This is an optimization exercise on Yosys and OpenROAD, whose aim is small area, a short achievable clock period and few clock cycles per item, not a production implementation. In this exercise RTL edits were held to simulation tests only and were not proved equivalent to the original.

==> flow/design.v <==
package rgb_to_yuv_encoder_pkg;
  localparam logic [17:0] U_BASE_ADDRESS   = 18'd38400;
  localparam logic [17:0] V_BASE_ADDRESS   = 18'd57600;
  localparam logic [17:0] RGB_BASE_ADDRESS = 18'd146944;
endpackage
module y_calc(input [7:0] r, input [7:0] g, input [7:0] b, output [7:0] o);
  wire t1 = ~r[6] ^ ~r[4]; wire t2 = ~r[6] & ~r[4];
  wire t3 = ~r[7] ^ ~r[5]; wire t4 = ~r[7] & ~r[5];
  wire t5 = ~r[6] ^ r[4]; wire t6 = ~r[6] & r[4];
  wire t7 = ~r[7] ^ r[5]; wire t8 = ~r[7] & r[5];
  wire t9 = ~r[4] ^ ~r[2] ^ r[0]; wire t10 = (~r[4] & ~r[2]) | (~r[4] & r[0]) | (~r[2] & r[0]);
  wire t11 = ~r[5] ^ ~r[3] ^ r[1]; wire t12 = (~r[5] & ~r[3]) | (~r[5] & r[1]) | (~r[3] & r[1]);
  wire t13 = ~g[4] ^ g[2]; wire t14 = ~g[4] & g[2];
  wire t15 = t1 ^ r[2] ^ ~r[0]; wire t16 = (t1 & r[2]) | (t1 & ~r[0]) | (r[2] & ~r[0]);
  wire t17 = ~g[5] ^ g[3] ^ ~b[6]; wire t18 = (~g[5] & g[3]) | (~g[5] & ~b[6]) | (g[3] & ~b[6]);
  wire t19 = ~b[3] ^ b[1]; wire t20 = ~b[3] & b[1];
  wire t21 = t2 ^ t3 ^ r[3]; wire t22 = (t2 & t3) | (t2 & r[3]) | (t3 & r[3]);
  wire t23 = ~r[1] ^ ~g[6] ^ g[4]; wire t24 = (~r[1] & ~g[6]) | (~r[1] & g[4]) | (~g[6] & g[4]);
  wire t25 = ~b[7] ^ ~b[4] ^ b[2]; wire t26 = (~b[7] & ~b[4]) | (~b[7] & b[2]) | (~b[4] & b[2]);
  wire t27 = t4 ^ t5 ^ ~r[2]; wire t28 = (t4 & t5) | (t4 & ~r[2]) | (t5 & ~r[2]);
  wire t29 = ~g[7] ^ g[5] ^ g[0]; wire t30 = (~g[7] & g[5]) | (~g[7] & g[0]) | (g[5] & g[0]);
  wire t31 = ~b[5] ^ b[3] ^ b[0]; wire t32 = (~b[5] & b[3]) | (~b[5] & b[0]) | (b[3] & b[0]);
  wire t33 = t6 ^ t7 ^ ~r[3]; wire t34 = (t6 & t7) | (t6 & ~r[3]) | (t7 & ~r[3]);
  wire t35 = r[0] ^ g[6] ^ g[1]; wire t36 = (r[0] & g[6]) | (r[0] & g[1]) | (g[6] & g[1]);
  wire t37 = ~b[6] ^ b[4] ^ b[1]; wire t38 = (~b[6] & b[4]) | (~b[6] & b[1]) | (b[4] & b[1]);
  wire t39 = t8 ^ r[6] ^ ~r[4]; wire t40 = (t8 & r[6]) | (t8 & ~r[4]) | (r[6] & ~r[4]);
  wire t41 = r[1] ^ g[7] ^ g[2]; wire t42 = (r[1] & g[7]) | (r[1] & g[2]) | (g[7] & g[2]);
  wire t43 = ~b[7] ^ b[5] ^ b[2]; wire t44 = (~b[7] & b[5]) | (~b[7] & b[2]) | (b[5] & b[2]);
  wire t45 = r[7] ^ ~r[5] ^ r[2]; wire t46 = (r[7] & ~r[5]) | (r[7] & r[2]) | (~r[5] & r[2]);
  wire t47 = g[3] ^ b[6] ^ b[3]; wire t48 = (g[3] & b[6]) | (g[3] & b[3]) | (b[6] & b[3]);
  wire t49 = ~b[0] ^ 1'b1; wire t50 = ~b[0] & 1'b1;
  wire t51 = ~r[6] ^ r[3] ^ g[4]; wire t52 = (~r[6] & r[3]) | (~r[6] & g[4]) | (r[3] & g[4]);
  wire t53 = b[7] ^ b[4] ^ ~b[1]; wire t54 = (b[7] & b[4]) | (b[7] & ~b[1]) | (b[4] & ~b[1]);
  wire t55 = ~r[7] ^ r[4] ^ g[5]; wire t56 = (~r[7] & r[4]) | (~r[7] & g[5]) | (r[4] & g[5]);
  wire t57 = b[5] ^ ~b[2]; wire t58 = b[5] & ~b[2];
  wire t59 = r[5] ^ r[0] ^ g[6]; wire t60 = (r[5] & r[0]) | (r[5] & g[6]) | (r[0] & g[6]);
  wire t61 = r[6] ^ r[1] ^ g[7]; wire t62 = (r[6] & r[1]) | (r[6] & g[7]) | (r[1] & g[7]);
  wire t63 = ~r[3] ^ ~r[1] ^ ~g[2]; wire t64 = (~r[3] & ~r[1]) | (~r[3] & ~g[2]) | (~r[1] & ~g[2]);
  wire t65 = t9 ^ ~g[3] ^ g[1]; wire t66 = (t9 & ~g[3]) | (t9 & g[1]) | (~g[3] & g[1]);
  wire t67 = ~b[4] ^ ~b[1]; wire t68 = ~b[4] & ~b[1];
  wire t69 = t10 ^ t11 ^ t13; wire t70 = (t10 & t11) | (t10 & t13) | (t11 & t13);
  wire t71 = ~b[5] ^ ~b[2] ^ b[0]; wire t72 = (~b[5] & ~b[2]) | (~b[5] & b[0]) | (~b[2] & b[0]);
  wire t73 = t12 ^ t14 ^ t15; wire t74 = (t12 & t14) | (t12 & t15) | (t14 & t15);
  wire t75 = t17 ^ t19 ^ 1'b1; wire t76 = (t17 & t19) | (t17 & 1'b1) | (t19 & 1'b1);
  wire t77 = t16 ^ t18 ^ t20; wire t78 = (t16 & t18) | (t16 & t20) | (t18 & t20);
  wire t79 = t21 ^ t23 ^ t25; wire t80 = (t21 & t23) | (t21 & t25) | (t23 & t25);
  wire t81 = t22 ^ t24 ^ t26; wire t82 = (t22 & t24) | (t22 & t26) | (t24 & t26);
  wire t83 = t27 ^ t29 ^ t31; wire t84 = (t27 & t29) | (t27 & t31) | (t29 & t31);
  wire t85 = t28 ^ t30 ^ t32; wire t86 = (t28 & t30) | (t28 & t32) | (t30 & t32);
  wire t87 = t33 ^ t35 ^ t37; wire t88 = (t33 & t35) | (t33 & t37) | (t35 & t37);
  wire t89 = t34 ^ t36 ^ t38; wire t90 = (t34 & t36) | (t34 & t38) | (t36 & t38);
  wire t91 = t39 ^ t41 ^ t43; wire t92 = (t39 & t41) | (t39 & t43) | (t41 & t43);
  wire t93 = t40 ^ t42 ^ t44; wire t94 = (t40 & t42) | (t40 & t44) | (t42 & t44);
  wire t95 = t45 ^ t47 ^ t49; wire t96 = (t45 & t47) | (t45 & t49) | (t47 & t49);
  wire t97 = t46 ^ t48 ^ t50; wire t98 = (t46 & t48) | (t46 & t50) | (t48 & t50);
  wire t99 = t51 ^ t53 ^ 1'b1; wire t100 = (t51 & t53) | (t51 & 1'b1) | (t53 & 1'b1);
  wire t101 = t52 ^ t54 ^ t55; wire t102 = (t52 & t54) | (t52 & t55) | (t54 & t55);
  wire t103 = t57 ^ b[0] ^ 1'b1; wire t104 = (t57 & b[0]) | (t57 & 1'b1) | (b[0] & 1'b1);
  wire t105 = t56 ^ t58 ^ t59; wire t106 = (t56 & t58) | (t56 & t59) | (t58 & t59);
  wire t107 = b[6] ^ ~b[3] ^ b[1]; wire t108 = (b[6] & ~b[3]) | (b[6] & b[1]) | (~b[3] & b[1]);
  wire t109 = t60 ^ t61 ^ g[0]; wire t110 = (t60 & t61) | (t60 & g[0]) | (t61 & g[0]);
  wire t111 = b[7] ^ ~b[4] ^ b[2]; wire t112 = (b[7] & ~b[4]) | (b[7] & b[2]) | (~b[4] & b[2]);
  wire t113 = t62 ^ r[7] ^ r[2]; wire t114 = (t62 & r[7]) | (t62 & r[2]) | (r[7] & r[2]);
  wire t115 = g[1] ^ ~b[5] ^ b[3]; wire t116 = (g[1] & ~b[5]) | (g[1] & b[3]) | (~b[5] & b[3]);
  wire t117 = r[3] ^ g[2] ^ ~b[6]; wire t118 = (r[3] & g[2]) | (r[3] & ~b[6]) | (g[2] & ~b[6]);
  wire t119 = r[4] ^ g[3]; wire t120 = r[4] & g[3];
  wire t121 = r[5] ^ g[4]; wire t122 = r[5] & g[4];
  wire t123 = ~r[2] ^ ~r[0]; wire t124 = ~r[2] & ~r[0];
  wire t125 = t63 ^ g[0] ^ ~b[3]; wire t126 = (t63 & g[0]) | (t63 & ~b[3]) | (g[0] & ~b[3]);
  wire t127 = t64 ^ t65 ^ t67; wire t128 = (t64 & t65) | (t64 & t67) | (t65 & t67);
  wire t129 = t66 ^ t68 ^ t69; wire t130 = (t66 & t68) | (t66 & t69) | (t68 & t69);
  wire t131 = t70 ^ t72 ^ t73; wire t132 = (t70 & t72) | (t70 & t73) | (t72 & t73);
  wire t133 = t74 ^ t76 ^ t77; wire t134 = (t74 & t76) | (t74 & t77) | (t76 & t77);
  wire t135 = t78 ^ t80 ^ t81; wire t136 = (t78 & t80) | (t78 & t81) | (t80 & t81);
  wire t137 = t82 ^ t84 ^ t85; wire t138 = (t82 & t84) | (t82 & t85) | (t84 & t85);
  wire t139 = t86 ^ t88 ^ t89; wire t140 = (t86 & t88) | (t86 & t89) | (t88 & t89);
  wire t141 = t90 ^ t92 ^ t93; wire t142 = (t90 & t92) | (t90 & t93) | (t92 & t93);
  wire t143 = t94 ^ t96 ^ t97; wire t144 = (t94 & t96) | (t94 & t97) | (t96 & t97);
  wire t145 = t98 ^ t100 ^ t101; wire t146 = (t98 & t100) | (t98 & t101) | (t100 & t101);
  wire t147 = t102 ^ t104 ^ t105; wire t148 = (t102 & t104) | (t102 & t105) | (t104 & t105);
  wire t149 = t106 ^ t108 ^ t109; wire t150 = (t106 & t108) | (t106 & t109) | (t108 & t109);
  wire t151 = t110 ^ t112 ^ t113; wire t152 = (t110 & t112) | (t110 & t113) | (t112 & t113);
  wire t153 = t114 ^ t116 ^ t117; wire t154 = (t114 & t116) | (t114 & t117) | (t116 & t117);
  wire t155 = t118 ^ t119 ^ ~b[7]; wire t156 = (t118 & t119) | (t118 & ~b[7]) | (t119 & ~b[7]);
  wire t157 = t120 ^ t121 ^ b[6]; wire t158 = (t120 & t121) | (t120 & b[6]) | (t121 & b[6]);
  wire t159 = t122 ^ r[6] ^ g[5]; wire t160 = (t122 & r[6]) | (t122 & g[5]) | (r[6] & g[5]);
  wire t161 = ~r[1] ^ ~g[0]; wire t162 = ~r[1] & ~g[0];
  wire t163 = t123 ^ ~g[1] ^ ~b[2]; wire t164 = (t123 & ~g[1]) | (t123 & ~b[2]) | (~g[1] & ~b[2]);
  wire t165 = t124 ^ t125 ^ ~b[0]; wire t166 = (t124 & t125) | (t124 & ~b[0]) | (t125 & ~b[0]);
  wire t167 = t126 ^ t127 ^ 1'b1; wire t168 = (t126 & t127) | (t126 & 1'b1) | (t127 & 1'b1);
  wire t169 = t128 ^ t129 ^ t71; wire t170 = (t128 & t129) | (t128 & t71) | (t129 & t71);
  wire t171 = t130 ^ t131 ^ t75; wire t172 = (t130 & t131) | (t130 & t75) | (t131 & t75);
  wire t173 = t132 ^ t133 ^ t79; wire t174 = (t132 & t133) | (t132 & t79) | (t133 & t79);
  wire t175 = t134 ^ t135 ^ t83; wire t176 = (t134 & t135) | (t134 & t83) | (t135 & t83);
  wire t177 = t136 ^ t137 ^ t87; wire t178 = (t136 & t137) | (t136 & t87) | (t137 & t87);
  wire t179 = t138 ^ t139 ^ t91; wire t180 = (t138 & t139) | (t138 & t91) | (t139 & t91);
  wire t181 = t140 ^ t141 ^ t95; wire t182 = (t140 & t141) | (t140 & t95) | (t141 & t95);
  wire t183 = t142 ^ t143 ^ t99; wire t184 = (t142 & t143) | (t142 & t99) | (t143 & t99);
  wire t185 = t144 ^ t145 ^ t103; wire t186 = (t144 & t145) | (t144 & t103) | (t145 & t103);
  wire t187 = t146 ^ t147 ^ t107; wire t188 = (t146 & t147) | (t146 & t107) | (t147 & t107);
  wire t189 = t148 ^ t149 ^ t111; wire t190 = (t148 & t149) | (t148 & t111) | (t149 & t111);
  wire t191 = t150 ^ t151 ^ t115; wire t192 = (t150 & t151) | (t150 & t115) | (t151 & t115);
  wire t193 = t152 ^ t153 ^ b[4]; wire t194 = (t152 & t153) | (t152 & b[4]) | (t153 & b[4]);
  wire t195 = t154 ^ t155 ^ b[5]; wire t196 = (t154 & t155) | (t154 & b[5]) | (t155 & b[5]);
  wire t197 = t156 ^ t157 ^ 1'b1; wire t198 = (t156 & t157) | (t156 & 1'b1) | (t157 & 1'b1);
  wire t199 = t158 ^ t159 ^ b[7]; wire t200 = (t158 & t159) | (t158 & b[7]) | (t159 & b[7]);
  wire t201 = t160 ^ r[7] ^ g[6]; wire t202 = (t160 & r[7]) | (t160 & g[6]) | (r[7] & g[6]);
  wire [23:0] ra = {1'b0, t202, t200, t198, t196, t194, t192, t190, t188, t186, t184, t182, t180, t178, t176, t174, t172, t170, t168, t166, t164, t162, t161, ~r[0]};
  wire [23:0] rb = {1'b0, g[7], t201, t199, t197, t195, t193, t191, t189, t187, t185, t183, t181, t179, t177, t175, t173, t171, t169, t167, t165, t163, ~b[1], ~b[0]};
  wire [23:0] sum = ra + rb;
  assign o = sum[23:16];
endmodule
module u_calc(input [9:0] a, input [9:0] b, output [7:0] o);
  wire t1 = a[8] ^ ~a[4]; wire t2 = a[8] & ~a[4];
  wire t3 = ~a[9] ^ ~a[5] ^ a[3]; wire t4 = (~a[9] & ~a[5]) | (~a[9] & a[3]) | (~a[5] & a[3]);
  wire t5 = ~a[6] ^ a[4]; wire t6 = ~a[6] & a[4];
  wire t7 = ~a[7] ^ a[5]; wire t8 = ~a[7] & a[5];
  wire t9 = ~a[8] ^ a[6] ^ ~a[1]; wire t10 = (~a[8] & a[6]) | (~a[8] & ~a[1]) | (a[6] & ~a[1]);
  wire t11 = a[9] ^ a[7] ^ ~a[2]; wire t12 = (a[9] & a[7]) | (a[9] & ~a[2]) | (a[7] & ~a[2]);
  wire t13 = a[8] ^ ~a[3] ^ a[0]; wire t14 = (a[8] & ~a[3]) | (a[8] & a[0]) | (~a[3] & a[0]);
  wire t15 = ~a[9] ^ ~a[4] ^ a[1]; wire t16 = (~a[9] & ~a[4]) | (~a[9] & a[1]) | (~a[4] & a[1]);
  wire t17 = ~a[5] ^ a[2]; wire t18 = ~a[5] & a[2];
  wire t19 = a[4] ^ ~a[0]; wire t20 = a[4] & ~a[0];
  wire t21 = a[5] ^ ~a[1] ^ ~b[6]; wire t22 = (a[5] & ~a[1]) | (a[5] & ~b[6]) | (~a[1] & ~b[6]);
  wire t23 = b[4] ^ ~b[1]; wire t24 = b[4] & ~b[1];
  wire t25 = a[6] ^ ~a[2] ^ a[0]; wire t26 = (a[6] & ~a[2]) | (a[6] & a[0]) | (~a[2] & a[0]);
  wire t27 = ~b[7] ^ b[5] ^ ~b[2]; wire t28 = (~b[7] & b[5]) | (~b[7] & ~b[2]) | (b[5] & ~b[2]);
  wire t29 = a[7] ^ ~a[3] ^ a[1]; wire t30 = (a[7] & ~a[3]) | (a[7] & a[1]) | (~a[3] & a[1]);
  wire t31 = ~b[8] ^ b[6] ^ ~b[3]; wire t32 = (~b[8] & b[6]) | (~b[8] & ~b[3]) | (b[6] & ~b[3]);
  wire t33 = t1 ^ a[2] ^ b[9]; wire t34 = (t1 & a[2]) | (t1 & b[9]) | (a[2] & b[9]);
  wire t35 = b[7] ^ ~b[4] ^ ~b[0]; wire t36 = (b[7] & ~b[4]) | (b[7] & ~b[0]) | (~b[4] & ~b[0]);
  wire t37 = t2 ^ t3 ^ b[8]; wire t38 = (t2 & t3) | (t2 & b[8]) | (t3 & b[8]);
  wire t39 = ~b[5] ^ ~b[1] ^ 1'b1; wire t40 = (~b[5] & ~b[1]) | (~b[5] & 1'b1) | (~b[1] & 1'b1);
  wire t41 = t4 ^ t5 ^ ~b[9]; wire t42 = (t4 & t5) | (t4 & ~b[9]) | (t5 & ~b[9]);
  wire t43 = ~b[6] ^ ~b[2] ^ b[0]; wire t44 = (~b[6] & ~b[2]) | (~b[6] & b[0]) | (~b[2] & b[0]);
  wire t45 = t6 ^ t7 ^ ~a[0]; wire t46 = (t6 & t7) | (t6 & ~a[0]) | (t7 & ~a[0]);
  wire t47 = ~b[7] ^ ~b[3] ^ b[1]; wire t48 = (~b[7] & ~b[3]) | (~b[7] & b[1]) | (~b[3] & b[1]);
  wire t49 = t8 ^ t9 ^ ~b[8]; wire t50 = (t8 & t9) | (t8 & ~b[8]) | (t9 & ~b[8]);
  wire t51 = ~b[4] ^ b[2] ^ b[0]; wire t52 = (~b[4] & b[2]) | (~b[4] & b[0]) | (b[2] & b[0]);
  wire t53 = t10 ^ t11 ^ b[9]; wire t54 = (t10 & t11) | (t10 & b[9]) | (t11 & b[9]);
  wire t55 = ~b[5] ^ b[3] ^ b[1]; wire t56 = (~b[5] & b[3]) | (~b[5] & b[1]) | (b[3] & b[1]);
  wire t57 = t12 ^ t13 ^ ~b[6]; wire t58 = (t12 & t13) | (t12 & ~b[6]) | (t13 & ~b[6]);
  wire t59 = b[4] ^ b[2] ^ 1'b1; wire t60 = (b[4] & b[2]) | (b[4] & 1'b1) | (b[2] & 1'b1);
  wire t61 = t14 ^ t15 ^ ~b[7]; wire t62 = (t14 & t15) | (t14 & ~b[7]) | (t15 & ~b[7]);
  wire t63 = b[5] ^ b[3] ^ 1'b1; wire t64 = (b[5] & b[3]) | (b[5] & 1'b1) | (b[3] & 1'b1);
  wire t65 = t16 ^ t17 ^ ~b[8]; wire t66 = (t16 & t17) | (t16 & ~b[8]) | (t17 & ~b[8]);
  wire t67 = b[6] ^ b[4] ^ 1'b1; wire t68 = (b[6] & b[4]) | (b[6] & 1'b1) | (b[4] & 1'b1);
  wire t69 = t18 ^ ~a[6] ^ a[3]; wire t70 = (t18 & ~a[6]) | (t18 & a[3]) | (~a[6] & a[3]);
  wire t71 = b[9] ^ b[7] ^ b[5]; wire t72 = (b[9] & b[7]) | (b[9] & b[5]) | (b[7] & b[5]);
  wire t73 = ~a[7] ^ a[4] ^ b[8]; wire t74 = (~a[7] & a[4]) | (~a[7] & b[8]) | (a[4] & b[8]);
  wire t75 = b[6] ^ 1'b1; wire t76 = b[6] & 1'b1;
  wire t77 = ~a[8] ^ a[5] ^ ~b[9]; wire t78 = (~a[8] & a[5]) | (~a[8] & ~b[9]) | (a[5] & ~b[9]);
  wire t79 = t19 ^ ~b[5]; wire t80 = t19 & ~b[5];
  wire t81 = t20 ^ t21 ^ t23; wire t82 = (t20 & t21) | (t20 & t23) | (t21 & t23);
  wire t83 = t22 ^ t24 ^ t25; wire t84 = (t22 & t24) | (t22 & t25) | (t24 & t25);
  wire t85 = t26 ^ t28 ^ t29; wire t86 = (t26 & t28) | (t26 & t29) | (t28 & t29);
  wire t87 = t30 ^ t32 ^ t33; wire t88 = (t30 & t32) | (t30 & t33) | (t32 & t33);
  wire t89 = t34 ^ t36 ^ t37; wire t90 = (t34 & t36) | (t34 & t37) | (t36 & t37);
  wire t91 = t38 ^ t40 ^ t41; wire t92 = (t38 & t40) | (t38 & t41) | (t40 & t41);
  wire t93 = t42 ^ t44 ^ t45; wire t94 = (t42 & t44) | (t42 & t45) | (t44 & t45);
  wire t95 = t46 ^ t48 ^ t49; wire t96 = (t46 & t48) | (t46 & t49) | (t48 & t49);
  wire t97 = t50 ^ t52 ^ t53; wire t98 = (t50 & t52) | (t50 & t53) | (t52 & t53);
  wire t99 = t54 ^ t56 ^ t57; wire t100 = (t54 & t56) | (t54 & t57) | (t56 & t57);
  wire t101 = t58 ^ t60 ^ t61; wire t102 = (t58 & t60) | (t58 & t61) | (t60 & t61);
  wire t103 = t62 ^ t64 ^ t65; wire t104 = (t62 & t64) | (t62 & t65) | (t64 & t65);
  wire t105 = t66 ^ t68 ^ t69; wire t106 = (t66 & t68) | (t66 & t69) | (t68 & t69);
  wire t107 = t70 ^ t72 ^ t73; wire t108 = (t70 & t72) | (t70 & t73) | (t72 & t73);
  wire t109 = t74 ^ t76 ^ t77; wire t110 = (t74 & t76) | (t74 & t77) | (t76 & t77);
  wire t111 = t78 ^ a[9] ^ a[6]; wire t112 = (t78 & a[9]) | (t78 & a[6]) | (a[9] & a[6]);
  wire t113 = a[1] ^ ~b[2]; wire t114 = a[1] & ~b[2];
  wire t115 = a[2] ^ ~b[3] ^ b[1]; wire t116 = (a[2] & ~b[3]) | (a[2] & b[1]) | (~b[3] & b[1]);
  wire t117 = a[3] ^ ~b[4] ^ b[2]; wire t118 = (a[3] & ~b[4]) | (a[3] & b[2]) | (~b[4] & b[2]);
  wire t119 = t79 ^ b[3] ^ ~b[0]; wire t120 = (t79 & b[3]) | (t79 & ~b[0]) | (b[3] & ~b[0]);
  wire t121 = t80 ^ t81 ^ 1'b1; wire t122 = (t80 & t81) | (t80 & 1'b1) | (t81 & 1'b1);
  wire t123 = t82 ^ t83 ^ t27; wire t124 = (t82 & t83) | (t82 & t27) | (t83 & t27);
  wire t125 = t84 ^ t85 ^ t31; wire t126 = (t84 & t85) | (t84 & t31) | (t85 & t31);
  wire t127 = t86 ^ t87 ^ t35; wire t128 = (t86 & t87) | (t86 & t35) | (t87 & t35);
  wire t129 = t88 ^ t89 ^ t39; wire t130 = (t88 & t89) | (t88 & t39) | (t89 & t39);
  wire t131 = t90 ^ t91 ^ t43; wire t132 = (t90 & t91) | (t90 & t43) | (t91 & t43);
  wire t133 = t92 ^ t93 ^ t47; wire t134 = (t92 & t93) | (t92 & t47) | (t93 & t47);
  wire t135 = t94 ^ t95 ^ t51; wire t136 = (t94 & t95) | (t94 & t51) | (t95 & t51);
  wire t137 = t96 ^ t97 ^ t55; wire t138 = (t96 & t97) | (t96 & t55) | (t97 & t55);
  wire t139 = t98 ^ t99 ^ t59; wire t140 = (t98 & t99) | (t98 & t59) | (t99 & t59);
  wire t141 = t100 ^ t101 ^ t63; wire t142 = (t100 & t101) | (t100 & t63) | (t101 & t63);
  wire t143 = t102 ^ t103 ^ t67; wire t144 = (t102 & t103) | (t102 & t67) | (t103 & t67);
  wire t145 = t104 ^ t105 ^ t71; wire t146 = (t104 & t105) | (t104 & t71) | (t105 & t71);
  wire t147 = t106 ^ t107 ^ t75; wire t148 = (t106 & t107) | (t106 & t75) | (t107 & t75);
  wire t149 = t108 ^ t109 ^ b[7]; wire t150 = (t108 & t109) | (t108 & b[7]) | (t109 & b[7]);
  wire t151 = t110 ^ t111 ^ b[8]; wire t152 = (t110 & t111) | (t110 & b[8]) | (t111 & b[8]);
  wire t153 = t112 ^ a[7] ^ ~b[9]; wire t154 = (t112 & a[7]) | (t112 & ~b[9]) | (a[7] & ~b[9]);
  wire t155 = a[8] ^ 1'b1; wire t156 = a[8] & 1'b1;
  wire t157 = ~a[9] ^ 1'b1; wire t158 = ~a[9] & 1'b1;
  wire [24:0] ra = {t156, t154, t152, t150, t148, t146, t144, t142, t140, t138, t136, t134, t132, t130, t128, t126, t124, t122, t120, t118, t116, t114, t113, a[0], ~b[0]};
  wire [24:0] rb = {t157, t155, t153, t151, t149, t147, t145, t143, t141, t139, t137, t135, t133, t131, t129, t127, t125, t123, t121, t119, t117, t115, b[0], ~b[1], 1'b1};
  wire [24:0] sum = ra + rb;
  assign o = sum[24:17];
endmodule
module v_calc(input [9:0] a, input [9:0] b, output [7:0] o);
  wire t1 = ~a[6] ^ a[4]; wire t2 = ~a[6] & a[4];
  wire t3 = ~a[7] ^ a[5] ^ a[3]; wire t4 = (~a[7] & a[5]) | (~a[7] & a[3]) | (a[5] & a[3]);
  wire t5 = ~a[1] ^ ~b[6]; wire t6 = ~a[1] & ~b[6];
  wire t7 = ~a[8] ^ a[6] ^ a[4]; wire t8 = (~a[8] & a[6]) | (~a[8] & a[4]) | (a[6] & a[4]);
  wire t9 = ~a[2] ^ ~b[7]; wire t10 = ~a[2] & ~b[7];
  wire t11 = a[9] ^ a[7] ^ a[5]; wire t12 = (a[9] & a[7]) | (a[9] & a[5]) | (a[7] & a[5]);
  wire t13 = ~a[3] ^ ~a[0] ^ ~b[8]; wire t14 = (~a[3] & ~a[0]) | (~a[3] & ~b[8]) | (~a[0] & ~b[8]);
  wire t15 = a[8] ^ a[6] ^ ~a[4]; wire t16 = (a[8] & a[6]) | (a[8] & ~a[4]) | (a[6] & ~a[4]);
  wire t17 = ~a[1] ^ b[9] ^ b[5]; wire t18 = (~a[1] & b[9]) | (~a[1] & b[5]) | (b[9] & b[5]);
  wire t19 = ~a[9] ^ a[7] ^ ~a[5]; wire t20 = (~a[9] & a[7]) | (~a[9] & ~a[5]) | (a[7] & ~a[5]);
  wire t21 = a[8] ^ ~a[6] ^ ~a[3]; wire t22 = (a[8] & ~a[6]) | (a[8] & ~a[3]) | (~a[6] & ~a[3]);
  wire t23 = ~a[9] ^ ~a[7] ^ ~a[4]; wire t24 = (~a[9] & ~a[7]) | (~a[9] & ~a[4]) | (~a[7] & ~a[4]);
  wire t25 = ~a[1] ^ b[8]; wire t26 = ~a[1] & b[8];
  wire t27 = ~a[8] ^ ~a[5] ^ ~a[2]; wire t28 = (~a[8] & ~a[5]) | (~a[8] & ~a[2]) | (~a[5] & ~a[2]);
  wire t29 = a[9] ^ ~a[6] ^ ~a[3]; wire t30 = (a[9] & ~a[6]) | (a[9] & ~a[3]) | (~a[6] & ~a[3]);
  wire t31 = ~a[7] ^ ~a[4]; wire t32 = ~a[7] & ~a[4];
  wire t33 = ~a[5] ^ a[3]; wire t34 = ~a[5] & a[3];
  wire t35 = t1 ^ a[2] ^ ~a[0]; wire t36 = (t1 & a[2]) | (t1 & ~a[0]) | (a[2] & ~a[0]);
  wire t37 = ~b[5] ^ b[1]; wire t38 = ~b[5] & b[1];
  wire t39 = t2 ^ t3 ^ t5; wire t40 = (t2 & t3) | (t2 & t5) | (t3 & t5);
  wire t41 = b[2] ^ ~b[0] ^ 1'b1; wire t42 = (b[2] & ~b[0]) | (b[2] & 1'b1) | (~b[0] & 1'b1);
  wire t43 = t4 ^ t6 ^ t7; wire t44 = (t4 & t6) | (t4 & t7) | (t6 & t7);
  wire t45 = t9 ^ b[3] ^ ~b[1]; wire t46 = (t9 & b[3]) | (t9 & ~b[1]) | (b[3] & ~b[1]);
  wire t47 = t8 ^ t10 ^ t11; wire t48 = (t8 & t10) | (t8 & t11) | (t10 & t11);
  wire t49 = t13 ^ b[4] ^ ~b[2]; wire t50 = (t13 & b[4]) | (t13 & ~b[2]) | (b[4] & ~b[2]);
  wire t51 = t12 ^ t14 ^ t15; wire t52 = (t12 & t14) | (t12 & t15) | (t14 & t15);
  wire t53 = t17 ^ ~b[3] ^ 1'b1; wire t54 = (t17 & ~b[3]) | (t17 & 1'b1) | (~b[3] & 1'b1);
  wire t55 = t16 ^ t18 ^ t19; wire t56 = (t16 & t18) | (t16 & t19) | (t18 & t19);
  wire t57 = ~a[2] ^ b[6] ^ ~b[4]; wire t58 = (~a[2] & b[6]) | (~a[2] & ~b[4]) | (b[6] & ~b[4]);
  wire t59 = t20 ^ t21 ^ ~a[0]; wire t60 = (t20 & t21) | (t20 & ~a[0]) | (t21 & ~a[0]);
  wire t61 = b[7] ^ ~b[5] ^ b[0]; wire t62 = (b[7] & ~b[5]) | (b[7] & b[0]) | (~b[5] & b[0]);
  wire t63 = t22 ^ t23 ^ t25; wire t64 = (t22 & t23) | (t22 & t25) | (t23 & t25);
  wire t65 = ~b[6] ^ b[1] ^ 1'b1; wire t66 = (~b[6] & b[1]) | (~b[6] & 1'b1) | (b[1] & 1'b1);
  wire t67 = t24 ^ t26 ^ t27; wire t68 = (t24 & t26) | (t24 & t27) | (t26 & t27);
  wire t69 = ~b[9] ^ ~b[7] ^ b[2]; wire t70 = (~b[9] & ~b[7]) | (~b[9] & b[2]) | (~b[7] & b[2]);
  wire t71 = t28 ^ t29 ^ ~b[8]; wire t72 = (t28 & t29) | (t28 & ~b[8]) | (t29 & ~b[8]);
  wire t73 = b[3] ^ ~b[0] ^ 1'b1; wire t74 = (b[3] & ~b[0]) | (b[3] & 1'b1) | (~b[0] & 1'b1);
  wire t75 = t30 ^ t31 ^ b[9]; wire t76 = (t30 & t31) | (t30 & b[9]) | (t31 & b[9]);
  wire t77 = b[4] ^ ~b[1] ^ 1'b1; wire t78 = (b[4] & ~b[1]) | (b[4] & 1'b1) | (~b[1] & 1'b1);
  wire t79 = t32 ^ ~a[8] ^ ~a[5]; wire t80 = (t32 & ~a[8]) | (t32 & ~a[5]) | (~a[8] & ~a[5]);
  wire t81 = b[5] ^ ~b[2] ^ 1'b1; wire t82 = (b[5] & ~b[2]) | (b[5] & 1'b1) | (~b[2] & 1'b1);
  wire t83 = a[9] ^ ~a[6] ^ b[6]; wire t84 = (a[9] & ~a[6]) | (a[9] & b[6]) | (~a[6] & b[6]);
  wire t85 = ~a[7] ^ b[7]; wire t86 = ~a[7] & b[7];
  wire t87 = ~a[8] ^ b[8]; wire t88 = ~a[8] & b[8];
  wire t89 = a[9] ^ ~b[9]; wire t90 = a[9] & ~b[9];
  wire t91 = ~a[4] ^ a[2]; wire t92 = ~a[4] & a[2];
  wire t93 = t33 ^ a[1] ^ ~b[4]; wire t94 = (t33 & a[1]) | (t33 & ~b[4]) | (a[1] & ~b[4]);
  wire t95 = t34 ^ t35 ^ t37; wire t96 = (t34 & t35) | (t34 & t37) | (t35 & t37);
  wire t97 = t36 ^ t38 ^ t39; wire t98 = (t36 & t38) | (t36 & t39) | (t38 & t39);
  wire t99 = t40 ^ t42 ^ t43; wire t100 = (t40 & t42) | (t40 & t43) | (t42 & t43);
  wire t101 = t44 ^ t46 ^ t47; wire t102 = (t44 & t46) | (t44 & t47) | (t46 & t47);
  wire t103 = t48 ^ t50 ^ t51; wire t104 = (t48 & t50) | (t48 & t51) | (t50 & t51);
  wire t105 = t52 ^ t54 ^ t55; wire t106 = (t52 & t54) | (t52 & t55) | (t54 & t55);
  wire t107 = t56 ^ t58 ^ t59; wire t108 = (t56 & t58) | (t56 & t59) | (t58 & t59);
  wire t109 = t60 ^ t62 ^ t63; wire t110 = (t60 & t62) | (t60 & t63) | (t62 & t63);
  wire t111 = t64 ^ t66 ^ t67; wire t112 = (t64 & t66) | (t64 & t67) | (t66 & t67);
  wire t113 = t68 ^ t70 ^ t71; wire t114 = (t68 & t70) | (t68 & t71) | (t70 & t71);
  wire t115 = t72 ^ t74 ^ t75; wire t116 = (t72 & t74) | (t72 & t75) | (t74 & t75);
  wire t117 = t76 ^ t78 ^ t79; wire t118 = (t76 & t78) | (t76 & t79) | (t78 & t79);
  wire t119 = t80 ^ t82 ^ t83; wire t120 = (t80 & t82) | (t80 & t83) | (t82 & t83);
  wire t121 = t84 ^ t85 ^ ~b[4]; wire t122 = (t84 & t85) | (t84 & ~b[4]) | (t85 & ~b[4]);
  wire t123 = t86 ^ t87 ^ ~b[5]; wire t124 = (t86 & t87) | (t86 & ~b[5]) | (t87 & ~b[5]);
  wire t125 = t88 ^ t89 ^ ~b[6]; wire t126 = (t88 & t89) | (t88 & ~b[6]) | (t89 & ~b[6]);
  wire t127 = ~a[1] ^ ~b[0]; wire t128 = ~a[1] & ~b[0];
  wire t129 = ~a[2] ^ a[0] ^ ~b[1]; wire t130 = (~a[2] & a[0]) | (~a[2] & ~b[1]) | (a[0] & ~b[1]);
  wire t131 = ~a[3] ^ a[1] ^ ~b[2]; wire t132 = (~a[3] & a[1]) | (~a[3] & ~b[2]) | (a[1] & ~b[2]);
  wire t133 = t91 ^ a[0] ^ ~b[3]; wire t134 = (t91 & a[0]) | (t91 & ~b[3]) | (a[0] & ~b[3]);
  wire t135 = t92 ^ t93 ^ b[0]; wire t136 = (t92 & t93) | (t92 & b[0]) | (t93 & b[0]);
  wire t137 = t94 ^ t95 ^ 1'b1; wire t138 = (t94 & t95) | (t94 & 1'b1) | (t95 & 1'b1);
  wire t139 = t96 ^ t97 ^ t41; wire t140 = (t96 & t97) | (t96 & t41) | (t97 & t41);
  wire t141 = t98 ^ t99 ^ t45; wire t142 = (t98 & t99) | (t98 & t45) | (t99 & t45);
  wire t143 = t100 ^ t101 ^ t49; wire t144 = (t100 & t101) | (t100 & t49) | (t101 & t49);
  wire t145 = t102 ^ t103 ^ t53; wire t146 = (t102 & t103) | (t102 & t53) | (t103 & t53);
  wire t147 = t104 ^ t105 ^ t57; wire t148 = (t104 & t105) | (t104 & t57) | (t105 & t57);
  wire t149 = t106 ^ t107 ^ t61; wire t150 = (t106 & t107) | (t106 & t61) | (t107 & t61);
  wire t151 = t108 ^ t109 ^ t65; wire t152 = (t108 & t109) | (t108 & t65) | (t109 & t65);
  wire t153 = t110 ^ t111 ^ t69; wire t154 = (t110 & t111) | (t110 & t69) | (t111 & t69);
  wire t155 = t112 ^ t113 ^ t73; wire t156 = (t112 & t113) | (t112 & t73) | (t113 & t73);
  wire t157 = t114 ^ t115 ^ t77; wire t158 = (t114 & t115) | (t114 & t77) | (t115 & t77);
  wire t159 = t116 ^ t117 ^ t81; wire t160 = (t116 & t117) | (t116 & t81) | (t117 & t81);
  wire t161 = t118 ^ t119 ^ ~b[3]; wire t162 = (t118 & t119) | (t118 & ~b[3]) | (t119 & ~b[3]);
  wire t163 = t120 ^ t121 ^ 1'b1; wire t164 = (t120 & t121) | (t120 & 1'b1) | (t121 & 1'b1);
  wire t165 = t122 ^ t123 ^ 1'b1; wire t166 = (t122 & t123) | (t122 & 1'b1) | (t123 & 1'b1);
  wire t167 = t124 ^ t125 ^ 1'b1; wire t168 = (t124 & t125) | (t124 & 1'b1) | (t125 & 1'b1);
  wire t169 = t126 ^ t90 ^ ~b[7]; wire t170 = (t126 & t90) | (t126 & ~b[7]) | (t90 & ~b[7]);
  wire t171 = ~b[8] ^ 1'b1; wire t172 = ~b[8] & 1'b1;
  wire t173 = b[9] ^ 1'b1; wire t174 = b[9] & 1'b1;
  wire [24:0] ra = {t172, t170, t168, t166, t164, t162, t160, t158, t156, t154, t152, t150, t148, t146, t144, t142, t140, t138, t136, t134, t132, t130, t128, t127, ~a[0]};
  wire [24:0] rb = {t173, t171, t169, t167, t165, t163, t161, t159, t157, t155, t153, t151, t149, t147, t145, t143, t141, t139, t137, t135, t133, t131, t129, 1'b1, 1'b1};
  wire [24:0] sum = ra + rb;
  assign o = sum[24:17];
endmodule
import rgb_to_yuv_encoder_pkg::*;
module rgb_to_yuv_encoder
#(
  parameter int NUM_GROUPS = 19200
) (
  input  logic        CLOCK_50_I,
  input  logic        reset,
  input  logic        enable,
  input  logic [15:0] SRAM_read_data,
  output logic [17:0] SRAM_address,
  output logic [15:0] SRAM_write_data,
  output logic        SRAM_we_n,
  output logic        done
);
  localparam logic [14:0] LAST_GROUP = 15'(NUM_GROUPS - 1);
  logic        run_q;         
  logic        done_q;
  logic        we_n_q;
  logic        wr_ok_q;       
  logic [3:0]  slot_q;
  logic [17:0] rp_q;          
  logic [14:0] wg_q;          
  logic [17:0] addr_q;
  logic [15:0] din_q, d1_q;           
  logic [7:0]  yr_q, yg_q, yb_q;      
  logic [9:0]  f1_q, f2_q;            
  logic [7:0]  uo_q, vo_q;            
  logic [7:0]  hu_q, hv_q;            
  logic [15:0] wd_q;                  
  logic       first_pix;
  logic [7:0] y_new;
  assign first_pix = ~slot_q[0];
  y_calc u_y (.r(yr_q), .g(yg_q), .b(yb_q), .o(y_new));
  logic [8:0] rs, gs, bs;
  logic [9:0] f1, f2;
  logic [7:0] u_new, v_new;
  assign rs = {1'b0, yr_q} + {1'b0, d1_q[7:0]};
  assign gs = {1'b0, yg_q} + {1'b0, din_q[15:8]};
  assign bs = {1'b0, yb_q} + {1'b0, din_q[7:0]};
  assign f1 = {1'b0, bs} - {1'b0, gs};
  assign f2 = {1'b0, gs} - {1'b0, rs};
  u_calc u_u (.a(f1_q), .b(f2_q), .o(u_new));
  v_calc u_v (.a(f1_q), .b(f2_q), .o(v_new));
  logic [17:0] u_addr, v_addr;
  assign u_addr = U_BASE_ADDRESS + {3'd0, wg_q};
  assign v_addr = V_BASE_ADDRESS + {3'd0, wg_q};
  logic last_write;
  assign last_write = (slot_q == 4'd5) && (wg_q == LAST_GROUP);
  always_ff @(posedge CLOCK_50_I) begin
    din_q <= SRAM_read_data;
    d1_q  <= din_q;
    if (first_pix) begin
      yr_q <= d1_q[15:8]; yg_q <= d1_q[7:0];  yb_q <= din_q[15:8];
    end else begin
      yr_q <= d1_q[7:0];  yg_q <= din_q[15:8]; yb_q <= din_q[7:0];
    end
    f1_q <= f1;
    f2_q <= f2;
    uo_q <= u_new;
    vo_q <= v_new;
    case (slot_q)
      4'd7: begin hu_q <= uo_q; hv_q <= vo_q; end
      4'd3: hu_q <= vo_q;
      default: ;
    endcase
    case (slot_q)
      4'd5, 4'd1: wd_q[15:8] <= y_new;
      4'd3:       wd_q[15:8] <= hu_q;
      4'd4:       wd_q[15:8] <= hv_q;
      default: ;
    endcase
    case (slot_q)
      4'd6, 4'd2: wd_q[7:0] <= y_new;
      4'd3:       wd_q[7:0] <= uo_q;
      4'd4:       wd_q[7:0] <= hu_q;
      default: ;
    endcase
    if (reset) begin
      run_q  <= 1'b0;
      done_q <= 1'b0;
      we_n_q <= 1'b1;
    end else if (!run_q) begin
      we_n_q <= 1'b1;
      if (done_q) begin
        done_q <= enable;
      end else if (enable) begin
        run_q   <= 1'b1;
        slot_q  <= 4'd0;
        addr_q  <= RGB_BASE_ADDRESS;
        rp_q    <= RGB_BASE_ADDRESS + 18'd1;
        wg_q    <= '1;
        wr_ok_q <= 1'b0;
      end
    end else begin
      slot_q <= (slot_q == 4'd9) ? 4'd0 : slot_q + 4'd1;
      if (slot_q == 4'd9) wr_ok_q <= 1'b1;
      if (slot_q == 4'd5) wg_q <= wg_q + 15'd1;
      case (slot_q)
        4'd9, 4'd0, 4'd1, 4'd5, 4'd6, 4'd7: begin
          addr_q <= rp_q; rp_q <= rp_q + 18'd1; we_n_q <= 1'b1;
        end
        4'd8: begin addr_q <= {2'd0, wg_q, 1'b0}; we_n_q <= 1'b0; end
        4'd2: begin addr_q <= {2'd0, wg_q, 1'b1}; we_n_q <= ~wr_ok_q; end
        4'd3: begin addr_q <= u_addr; we_n_q <= ~wr_ok_q; end
        4'd4: begin addr_q <= v_addr; we_n_q <= ~wr_ok_q; end
        default: we_n_q <= 1'b1;
      endcase
      if (last_write) begin
        run_q  <= 1'b0;
        done_q <= 1'b1;
      end
    end
  end
  assign SRAM_address    = addr_q;
  assign SRAM_write_data = wd_q;
  assign SRAM_we_n       = we_n_q;
  assign done            = done_q;
endmodule
==> flow/run.sh <==
#!/bin/bash
# synth_recipe.tcl (not shown) runs the flow's synth.tcl, then flattens the netlist and writes it again
# the make line also repeats each setting of config.mk as NAME=value (left out here)
make -C /OpenROAD-flow-scripts/flow DESIGN_CONFIG=/design/flow/config.mk WORK_HOME=/design/flow/orfs CLKGATE_MAP_FILE= SYNTH_SCRIPT=/design/flow/synth_recipe.tcl finish
==> flow/config.mk <==
export PLATFORM = sky130hd
export DESIGN_NAME = rgb_to_yuv_encoder
export DESIGN_NICKNAME = rgb_to_yuv_encoder
export VERILOG_FILES = /design/flow/design.v
export SDC_FILE = /design/flow/constraint.sdc
export NUM_CORES = 4
export LEC_CHECK = 0
export CAP_MARGIN = 20
export CORE_MARGIN = 2
export CORE_UTILIZATION = 40
export SLEW_MARGIN = 20
==> flow/constraint.sdc <==
create_clock -name core_clock -period 12.0 [get_ports {CLOCK_50_I}]
set_input_delay 2.4000 -clock core_clock [delete_from_list [all_inputs] [get_ports {CLOCK_50_I}]]
set_output_delay 2.4000 -clock core_clock [all_outputs]
set_load 0.01 [all_outputs]
==> results by group <==
Die
  • Ports: 55
  • Die X: 205 microns
  • Initial Utilization: 0.406
  • Die area: 41900 sq um
  • Num rows: 73
  • Die H: 205 microns
  • Core area: 39700 sq um

Yosys
  • Post-synth top cells: inv_1 (333), fa_1 (226), ha_1 (161)
  • Share of Yosys cell area claimed by the top area cell type: 0.281
  • Post-Syn Area per Cell: 10.7 sq um
  • Syn Inst Count: 1509
  • Async set or reset register ratio after synthesis: 0
  • Synth area leader: fa_1
  • Synthesized flop and latch total: 183
  • Top-count cell post-synth: inv_1
  • Prevailing post-synth register cell: dfxtp_1
  • Synth top area cells: fa_1 (28%), edfxtp_1 (16%), ha_1 (12%)
  • Synth unique cells: 68
  • Syn nets: 1915
  • Sequential area share after synthesis: 0.282
  • Post-synth EDFFs: 88
  • Cell area after synthesis: 16100 sq um
  • Yosys warnings: 1

Critical path
  • R2r worst-path depth: 17
  • Slowest cell on the critical path: dfxtp_1
  • Critical Path RT: 12.16 ns
  • Reg2Reg Capture Point: wd_q[14]$_DFFE_PP_
  • FF-to-FF Start: yr_q[4]$_DFF_P_
  • WP data arrival: 5.38 ns
  • Crit start category: register
  • Crit Path Class: reg2reg
  • CP peak stage delay: 0.52 ns
  • Worst Path Max Fanout: 5
  • Most numerous cell on the critical path: fa_1
  • Kind of cell adding the most delay to the critical path: adder cells
  • Worst Path Buf+Inv: 3
  • Reg2Reg Setup Slack: 6.78 ns
  • Crit end category: register
  • Critical path cell sequence: inv_1, ha_1, fa_1, fa_1, inv_1, fa_1, inv_1, fa_1, ha_1, a21o_1, a21o_1, a21oi_1, o21ai_0, a32o_1, or2_1, mux2i_1, nand3_1

Placement
  • GPL Wtd Cong: 0.912
  • Placed Cells: 2067
  • Port bufs: 54
  • Area after DPL: 17300 sq um
  • Hpwl dp: 29400 microns
  • Pre-CTS setup slack: 6.83 ns

Timing
  • Slew headroom: 0.378
  • Final Hold Fails: 0
  • Post-route clock skew: 0.00952 ns
  • Final setup vio count: 0
  • Setup ws final: 6.78 ns
  • Post-layout minimum cycle time: 5.22 ns
  • Final Cycle Share: 0.435
  • Worst-Margin Slew: 0.934 ns
  • RSZ-0062 raised after global routing: no
  • Setup TNS Final: 0 ns
  • Fin. max-slew vios: 0
  • Max Fclk: 0.191 GHz

Clocking
  • Cts repair resizes: 0
  • Max clock buf depth: 2
  • Post-CTS setup buffer count: 0
  • Clock-pin slew on the worst setup and hold paths: 0.07 ns
  • Count of clock tree sinks: 183
  • H-tree lvl count: 4
  • Hold buffers post-CTS: 0
  • CTS Root Cell: clkbuf_16
  • CTS buffer count: 17
  • Clock Latency Late Sink: 0.44 ns
  • CTS tree: built

Layout
  • Register area: 4540 sq um
  • Area Overhead vs Synth: 11.1%
  • Layout fillers: 3731
  • Final Non-Filler Cells: 2099
  • ANT cells: 0
  • Multi-input logic area: 10200 sq um
  • Layout cells sized above 1: 0.0476
  • Design area: 17900 sq um
  • NumNets Final: 1967

Drt
  • WL/cell: 17.3 microns
  • 1st-iter DRT viols: 580
  • DR DRC count: 0
  • Via count: 10500
  • DRT Wirelength: 36400 microns
  • Initial DRT Pass Iterations: 7
  • Antenna viol nets, final: 0
  • Via-to-Cell Ratio: 4.98

GRT
  • First-pass GRT wire length: 59900 microns
  • Tot GR Track Use: 0.185
  • Pin count of the biggest net entering global routing: 59
  • Vias in the first global route: 11300
  • Grt total ovfl: 0
  • Initial antenna violation count: 2

Min path
  • Hold path startpoint: din_q[3]$_DFF_P_
  • Hold path depth: 0
  • Hold Crit Class: reg2reg
  • Hold endpoint: d1_q[3]$_DFF_P_

Outcome
  • Status: timing/DRC/antenna clean

Job
  • Max Cap Viol: 0
## logic make-up (layout without fill, tap and decap cells)
family	after synthesis	count (layout)	synth area share
xor gates and xnor gates	66	66	0.0359
and+or+nand+nor	248	248	0.0748
AOI/OAI and AO/OA	238	238	0.0995
DFF	183	183	0.282
adders and majority gates	387	387	0.406
buffers and inverters	361	426	0.0844
muxes	26	26	0.0179
## placed cells by master (no fill, tap or decap), types with 5 or more instances in the layout
master	instances
a21o_1	36
clkbuf_16	17
nand4_1	10
a21oi_1	57
nand2_1	94
a21boi_0	10
nor2b_1	9
o21bai_1	13
clkdlybuf4s50_1	54
nor3b_1	6
mux2_2	23
buf_4	7
and2_1	14
nor2_1	45
xnor2_1	42
edfxtp_1	88
ha_1	161
o21ai_0	36
nand2b_1	7
a22oi_1	19
xor2_1	24
and3_1	8
o21a_1	6
nand3_1	31
inv_1	333
dfxtp_1	95
a211oi_1	8
inv_6	5
fa_1	226
## flip-flops by register name (all words and copies together) (netlist names), 4 cells and up
signal / flops
f2_q: 10
yr_q: 8
wg_q: 15
f1_q: 10
yb_q: 8
rp_q: 18
uo_q: 8
yg_q: 8
din_q: 16
d1_q: 16
slot_q: 4
hv_q: 8
vo_q: 8
wd_q: 16
addr_q: 18
hu_q: 8
## how the worst max path moves through the flow
stage	start	cells after the start	slack (ns)	end
6_report	yr_q[4]$_DFF_P_	17	6.78	wd_q[14]$_DFFE_PP_
3_5_place_dp	yr_q[4]$_DFF_P_	17	6.83	wd_q[5]$_DFFE_PP_
4_1_cts	yr_q[4]$_DFF_P_	17	6.82	wd_q[14]$_DFFE_PP_
5_1_grt	yr_q[7]$_DFF_P_	18	6.52	wd_q[2]$_DFFE_PP_
3_3_place_gp	yr_q[4]$_DFF_P_	18	6.94	wd_q[10]$_DFFE_PP_
2_1_floorplan	yr_q[7]$_DFF_P_	18	7.31	wd_q[13]$_DFFE_PP_
## layout make-up
| cell class | instances | area share |
|---|---|---|
| multi-input combinational | 965 | 0.571 |
| sequential | 183 | 0.254 |
| inverter | 333 | 0.0698 |
| tap | 525 | 0.0367 |
| timing repair buffer | 61 | 0.0331 |
| clock buffer | 17 | 0.0237 |
| clock inverter | 15 | 0.0119 |
## per-stage QoR
step | hold slack, ns | utilization
after floorplan | 0.352 | -
final | 0.393 | 0.451
after global routing | 0.403 | 0.451
after global placement | 0.388 | 0.435
after CTS | 0.397 | 0.451
after detailed placement | 0.387 | 0.435
## metal layers
| metal | share of wire | global-route usage |
|---|---|---|
| met1 | 0.47 | 0.253 |
| met2 | 0.47 | 0.302 |
| met3 | 0.046 | 0.0340 |
| met4 | 0.020 | 0.0492 |
| met5 | 0.00071 | 0 |
Testbench counts, summed over its fixed seeds: cycles 1,536,068, frames 8.

[static timing again, ports no longer ideal]
How much do the figures lean on ideal ports? The routed layout below was timed once more, with nothing changed but the port constraints. Step 1 sets driving cells, clkbuf_16 on the clock port and buf_2 on the other inputs (assumed; they add their load-dependent delay and slew). Step 2 also shifts input and output timing later by t, the mid clock arrival at the registers, as if the neighbouring blocks saw the same clock. Slacks: no drivers / after step 1 / after step 2; pairs: no drivers / after step 1.
t, ns: 0.482
slack for setup (ns): 6.778 / 6.778 / 6.778
pins driven straight from the clock port: 1
After both steps setup and hold are still met in this run. The setup slack of this run moves by 0.000 ns with the drivers and by 0.000 ns with both steps.
